What follows belongs to an exercise in optimizing a design on an open flow for small area and a short achievable clock period; a production flow would make more cautious choices. In this exercise RTL edits were held to simulation tests only and were not proved equivalent to the original. No activity file was given, so power comes from the tool's default toggle rates.

==> flow/design.v <==
module dll_retry_monitor #(
  parameter int DEPTH          = 16,
  parameter int REPLAY_TIMEOUT = 1024
) (
  input  logic                 sclk,
  input  logic                 srst,
  input  logic [1:0]           dlcm_state_i,
  input  logic                 tl2dll_valid_i,
  input  logic [255:0]         tl2dll_data_i,
  output logic                 tl2dll_ready_o,
  input  logic [15:0]          acknak_seq_num_i,
  input  logic [1:0]           acknak_seq_en_i,
  output logic                 tlp_valid_o,
  output logic [255:0]         tlp_data_o,
  output logic [11:0]          tlp_seq_o,
  input  logic                 arb_ready_i,
  output logic                 replay_rollover_o,
  output logic [$clog2(DEPTH):0] buf_count_o
);
  localparam int AW = $clog2(DEPTH);
  localparam int PW = AW + 1;
  localparam int TW = $clog2(REPLAY_TIMEOUT + 1);
  localparam logic [TW-1:0] TLAST = TW'(REPLAY_TIMEOUT - 1);
  typedef enum logic {
    NORMAL,
    REPLAY
  } state_t;
  state_t state, state_nx;
  logic [255:0] mem [DEPTH];
  logic [PW-1:0] head, head_nx;
  logic [PW-1:0] send, send_nx;
  logic [PW-1:0] tail, tail_nx;
  logic [PW-1:0] rend, rend_nx;
  logic [11:0]   ackd, ackd_nx;
  logic [TW-1:0] timer, timer_nx;
  logic [1:0]    rnum, rnum_nx, rbase;
  logic          roll, roll_nx;
  logic          dl_active;
  logic          ready, valid;
  logic          acc, hs;
  logic [PW-1:0] count, sent, lim;
  logic [PW-1:0] n_p, send_adv, left;
  logic [11:0]   seq_in, n;
  logic          ack_ev, nak_ev;
  logic          in_win, purge, nak_ok, pass;
  logic          counting, tmo, rstart;
  logic          unused_hi;
  assign unused_hi = ^acknak_seq_num_i[15:12];
  assign dl_active = dlcm_state_i == 2'd3;
  assign count     = tail - head;
  assign sent      = send - head;
  assign ready = ~srst & dl_active & ~count[PW-1]
               & (state == NORMAL);
  assign valid = ~srst & dl_active & (send != tail);
  assign acc = ready & tl2dll_valid_i;
  assign hs  = valid & arb_ready_i;
  assign seq_in = acknak_seq_num_i[11:0];
  assign ack_ev = acknak_seq_en_i == 2'b01;
  assign nak_ev = acknak_seq_en_i == 2'b10;
  assign n      = seq_in - ackd;
  assign lim = (state == REPLAY) ? rend - head : sent;
  assign in_win = n <= 12'(lim);
  assign purge  = (ack_ev | nak_ev) & in_win & (n != 12'd0);
  assign nak_ok = nak_ev & in_win;
  assign n_p    = purge ? PW'(n) : '0;
  assign pass     = n_p > sent;
  assign send_adv = pass ? head + n_p : send + PW'(hs);
  assign counting = (state == NORMAL) & (sent != '0);
  assign tmo      = counting & (timer == TLAST);
  always_comb begin
    head_nx  = head + n_p;
    tail_nx  = tail + PW'(acc);
    ackd_nx  = purge ? seq_in : ackd;
    left     = (state == REPLAY) ? rend - head_nx
                                 : send_adv - head_nx;
    rstart   = (nak_ok & (left != '0)) | (tmo & ~purge);
    send_nx  = rstart ? head_nx : send_adv;
    rend_nx  = (rstart & (state == NORMAL)) ? send_adv : rend;
    timer_nx = timer;
    if (rstart | purge) begin
      timer_nx = '0;
    end else if (counting) begin
      timer_nx = timer + TW'(1);
    end
    rbase   = purge ? 2'd0 : rnum;
    rnum_nx = rstart ? rbase + 2'd1 : rbase;
    roll_nx = rstart & (rbase == 2'd3);
  end
  always_comb begin
    state_nx = state;
    unique case (state)
      NORMAL: begin
        if (rstart) state_nx = REPLAY;
      end
      REPLAY: begin
        if (rstart) begin
          state_nx = REPLAY;
        end else if (send_nx == rend) begin
          state_nx = NORMAL;
        end
      end
      default: state_nx = NORMAL;
    endcase
  end
  always_ff @(posedge sclk) begin
    if (srst) begin
      state <= NORMAL;
      head  <= '0;
      send  <= '0;
      tail  <= '0;
      rend  <= '0;
      ackd  <= 12'hFFF;
      timer <= '0;
      rnum  <= '0;
      roll  <= 1'b0;
    end else begin
      state <= state_nx;
      head  <= head_nx;
      send  <= send_nx;
      tail  <= tail_nx;
      rend  <= rend_nx;
      ackd  <= ackd_nx;
      timer <= timer_nx;
      rnum  <= rnum_nx;
      roll  <= roll_nx;
    end
  end
  always_ff @(posedge sclk) begin
    if (acc) begin
      mem[tail[AW-1:0]] <= tl2dll_data_i;
    end
  end
  assign tl2dll_ready_o    = ready;
  assign tlp_valid_o       = valid;
  assign tlp_data_o        = valid ? mem[send[AW-1:0]]
                                       : '0;
  assign tlp_seq_o         = valid ? ackd + 12'd1 + 12'(sent)
                                       : 12'd0;
  assign replay_rollover_o = roll & ~srst;
  assign buf_count_o       = srst ? '0 : count;
endmodule
==> flow/run.sh <==
#!/bin/bash
# synth_recipe.tcl (not shown) runs the flow's synth.tcl, then flattens the netlist and writes it again
# the make line also repeats each setting of config.mk as NAME=value (left out here)
make -C /OpenROAD-flow-scripts/flow DESIGN_CONFIG=/design/flow/config.mk WORK_HOME=/design/flow/orfs CLKGATE_MAP_FILE= SYNTH_SCRIPT=/design/flow/synth_recipe.tcl finish
==> flow/config.mk <==
export PLATFORM = sky130hd
export DESIGN_NAME = dll_retry_monitor
export DESIGN_NICKNAME = dll_retry_monitor
export VERILOG_FILES = /design/flow/design.v
export SDC_FILE = /design/flow/constraint.sdc
export NUM_CORES = 4
export LEC_CHECK = 0
export CAP_MARGIN = 20
export CORE_MARGIN = 2
export CORE_UTILIZATION = 50
export SETUP_SLACK_MARGIN = 0.3
export SLEW_MARGIN = 20
==> flow/constraint.sdc <==
create_clock -name core_clock -period 8.0 [get_ports {sclk}]
set_input_delay 1.6000 -clock core_clock [delete_from_list [all_inputs] [get_ports {sclk}]]
set_output_delay 1.6000 -clock core_clock [all_outputs]
set_load 0.01 [all_outputs]
==> metrics.md <==
| Metric | Value |
|---|---|
| Metal2 WL | `between 200 and 250 mm` |
| Initial DRC count | `around 8300` |
| Worst hold margin | `0.5189 ns` |
| Area of the mapped netlist | `roughly 160000 µm²` |
| Setup TNS | `0 ns` |
| Status | `complete, no violations` |
| PwrDens | `~230 nW/µm²` |
| Post-synth EDFFs | `about 4000` |
| Register area share after synthesis | `77.17%` |
| Initial Util | `50.13%` |
| Mean area per synthesized cell | `19.63 µm²` |
| Worst EP required | `approximately 8.8 ns` |
| Tot Pwr | `around 44 mW` |
| Vias | `about 83000` |
| Hold depth | `2` |
| Clock latency on the worst-skew pair | `about 0.98 ns` |
| Die area | `~330000 µm²` |
| CP arrival | `~8.3 ns` |
| Die height | `roughly 570 µm` |
| Die width | `between 500 and 600 µm` |
| Hold path startpoint | `timer[7]` |
| Met3 WL | `between 20 and 30 mm` |
| Initial antenna violation count | `95` |
| Top_reg_cell synth | `edfxtp_1` |
| All-Layer GR Usage | `between 20% and 30%` |
| Setup-failing EPs final | `0` |
| Worst Tran Pin Value | `1.175 ns` |
| First drt pass iteration count | `5` |
| Final setup margin | `0.5188 ns` |
| Ys Warns | `1` |
| Top Layer Used | `met5` |
| Area growth, synth to finish | `16.52%` |
| Dpl ws | `-1.133 ns` |
| DR DRC count | `0` |
| Post-synthesis sequential element count | `approximately 4100` |
| Post-Synthesis Cells | `8182` |
| Worst path slowest cell | `a221o_2` |
| CTS buffer count | `between 400 and 500` |
| P_leak | `55.48 nW` |
| Vias in the first global route | `about 83000` |
| RSZ-0062 raised after global routing | `false` |
| Antenna-violating nets left | `0` |
| H-tree Lvls | `5` |
| Layout cells sized above 1 | `18.69%` |
| DRT met1 WL | `around 170 mm` |
| Crit end category | `register` |
| Clock transition at path regs | `0.06 ns` |
| WL/cell | `~30 µm` |
| Root Buffer | `clkbuf_16` |
| Reg-to-reg slack, setup | `around 0.60 ns` |
| GP Congestion | `between 0.7 and 0.8` |
| Skew final | `approximately 0.07 ns` |
| Commonest non-fill, non-tap cell in the layout | `edfxtp_1` |
| Period minus WS final | `about 7.5 ns` |
| Max-Cap Viols | `0` |
| Largest net degree at the start of global routing | `roughly 140` |
| Critical setup path kind | `in -> reg` |
| Core area | `about 320000 µm²` |
| CTS hold repair buffers | `0` |
| RR Endpoint | `send[1]` |
| Final net count | `roughly 9300` |
| Bufs on Longest Clock Path | `4` |
| Critical Path Source Type | `input pin` |
| Path depth of the worst reg2reg path | `34` |
| CTS tree | `done` |
| Fin util | `about three fifths` |
| Clock Sinks | `4143` |
| Max-slew violation count | `0` |
| Vias per Instance | `approximately 6` |
| First-pass GRT wire length | `between 500 and 600 mm` |
| Grt ovf | `0` |
| Worst hold path type | `reg -> reg` |
| FP Rows | `208` |
| Crit-path max cell delay | `about 0.45 ns` |
| Commonest cells after routing, fill and taps aside | `edfxtp_1, mux2i_1, clkdlybuf4s50_1` |
| # IOs | `between 500 and 600` |
| Synthesized Nets | `roughly 8500` |
| Detailed Route WL | `approximately 410 mm` |
| # port buffers | `between 500 and 600` |
| Worst vdd ir | `between 0.00015 and 0.0002 V` |
| Post-synth ARST share | `0%` |
| Crit path max fanout | `7` |
| Library cells used by synthesis | `a little over 70` |
| Hold endpoint | `timer[7]` |
| Slew margin rel. | `21.17%` |
| Tcrit/Tclk final | `between 90% and 100%` |
| Hold Violations, Final | `0` |
| Detailed Place HPWL | `210.7 mm` |
| Highest clock rate | `133.7 MHz` |
| Reg2reg start | `head[1]` |
## report_power, final
part	switching, mW	internal (mW)
logic	0.407	0.235
registers	0.00733	23.9
clock network	8.20	11.0
## state kept, by name, summed over array words and instances (netlist names), 2 cells and up
signal	cells
mem	4096
ackd	12
timer	11
head	5
rend	5
send	5
tail	5
rnum	2
## cell families (layout without fill, tap and decap cells)
family | after synthesis | count (layout) | share of synthesized area, %
XOR/XNOR | 54 | 54 | 0.2992
multiplexers | 1557 | 1557 | 13.92
AO/OA/AOI/OAI | 1382 | 1382 | 5.642
flip-flops | 4143 | 4143 | 77.17
AND/OR/NAND/NOR | 472 | 472 | 1.287
other | 0 | 35 | 0
adder cells (fa/ha/maj) | 57 | 57 | 0.4674
buffers and inverters | 517 | 1662 | 1.214
## what timing repair did
action | CTS | global route
gates resized for setup | 40 | 20
pin swaps | 18 | 15
setup endpoints to repair | 97 | 52
cloned | 0 | 1
buffers inserted | 14 | 6
## cell type report
| cell class | instances | area [µm²] |
|---|---|---|
| diodes | 35 | 87.58 |
| repair buffers | 850 | 8967 |
| fillers | 23453 | 133200 |
| flip-flops and latches | 4143 | 124000 |
| clock inverters | 245 | 2335 |
| inverters | 44 | 172.7 |
| well taps | 4305 | 5386 |
| multi-input cells | 3522 | 35100 |
| clock buffers | 523 | 11140 |
## synthesized netlist by cell type, drive strengths merged, types with 3 or more instances
library cell | number | area share [%]
a211oi | 257 | 1.2
a21o | 20 | 0.093
a21oi | 275 | 0.86
a31oi | 4 | 0.016
and2 | 9 | 0.035
and3 | 5 | 0.020
buf | 103 | 0.25
clkbuf | 370 | 0.86
dfxtp | 47 | 0.59
edfxtp | 4096 | 77
fa | 5 | 0.062
ha | 52 | 0.41
inv | 44 | 0.10
mux2 | 263 | 1.8
mux2i | 779 | 4.9
mux4 | 515 | 7.2
nand2 | 291 | 0.68
nand2b | 7 | 0.027
nand3 | 18 | 0.056
nand4 | 4 | 0.016
nor2 | 76 | 0.20
nor2b | 19 | 0.074
nor3 | 18 | 0.059
nor4 | 8 | 0.031
o211ai | 15 | 0.070
o21ai | 273 | 0.85
o221ai | 255 | 1.4
o22ai | 257 | 1.0
o31ai | 4 | 0.019
or2 | 3 | 0.012
or3 | 7 | 0.031
xnor2 | 32 | 0.17
xor2 | 22 | 0.12
## metal layers
metal | vias to the layer above | global-route usage, %
met2 | 2782 | 41.11
met4 | 66 | 6.769
met3 | 671 | 3.799
li1 | 35639 | -
met5 | - | 0
met1 | 44041 | 34.76
## worst max-delay path: cells and delay by family
kind                       cells  cell delay [ns]
xor gates and xnor gates       1             0.22
adders and majority gates      5             1.34
and+or+nand+nor               12             1.98
buffers and inverters          4             0.56
AOI/OAI and AO/OA             11             1.89
muxes                          2             0.70
## per-stage QoR
stage          cells  instance area [µm²]
2_1_floorplan   8182               160700
3_3_place_gp   12840               173100
3_5_place_dp   12843               173100
4_1_cts        13625               186900
5_1_grt        13646               187100
6_report       13667               187100
## how the worst max path moves through the flow
stage                             start        endpoint  slack (ns)  cells past startpoint
floorplan                          srst       mem[2][0]       -1.68                      6
global placement    acknak_seq_num_i[0]         rend[2]       -1.14                     34
detailed placement  acknak_seq_num_i[0]         send[1]       -1.13                     34
CTS                             send[0]  tlp_data_o[36]        0.31                     10
global route        acknak_seq_num_i[0]         rend[2]        0.24                     36
finish              acknak_seq_num_i[0]         send[1]        0.52                     35

afterwards: timing with drivers on the ports:
The flow's constraints put no driver on any port. The routed layout listed below was extracted and timed again, unchanged, in two steps. Step 1 (the two cells are an assumption about what drives the block):
set clk [get_ports {sclk}]
set_driving_cell -lib_cell sky130_fd_sc_hd__clkbuf_16 $clk
set_driving_cell -lib_cell sky130_fd_sc_hd__buf_2 [delete_from_list [all_inputs] $clk]
Step 2 times the ports against the registers' clock, not the clock port: input delays grow and output delays shrink by t, the midpoint of the rising clock arrivals with the driver on. a / b / c = ideal / step 1 / step 2; a / b = the first two.
shift t [ns]: 1.052
setup slack, ns: 0.519 / 0.441 / -0.455
worst hold slack (ns): 0.519 / 0.519 / 0.519
worst setup path after step 2: input to register
With both steps, setup timing fails in this run, where it was met with ideal ports. The setup slack of this run moves by -0.078 ns with the drivers and by -0.974 ns with both steps.
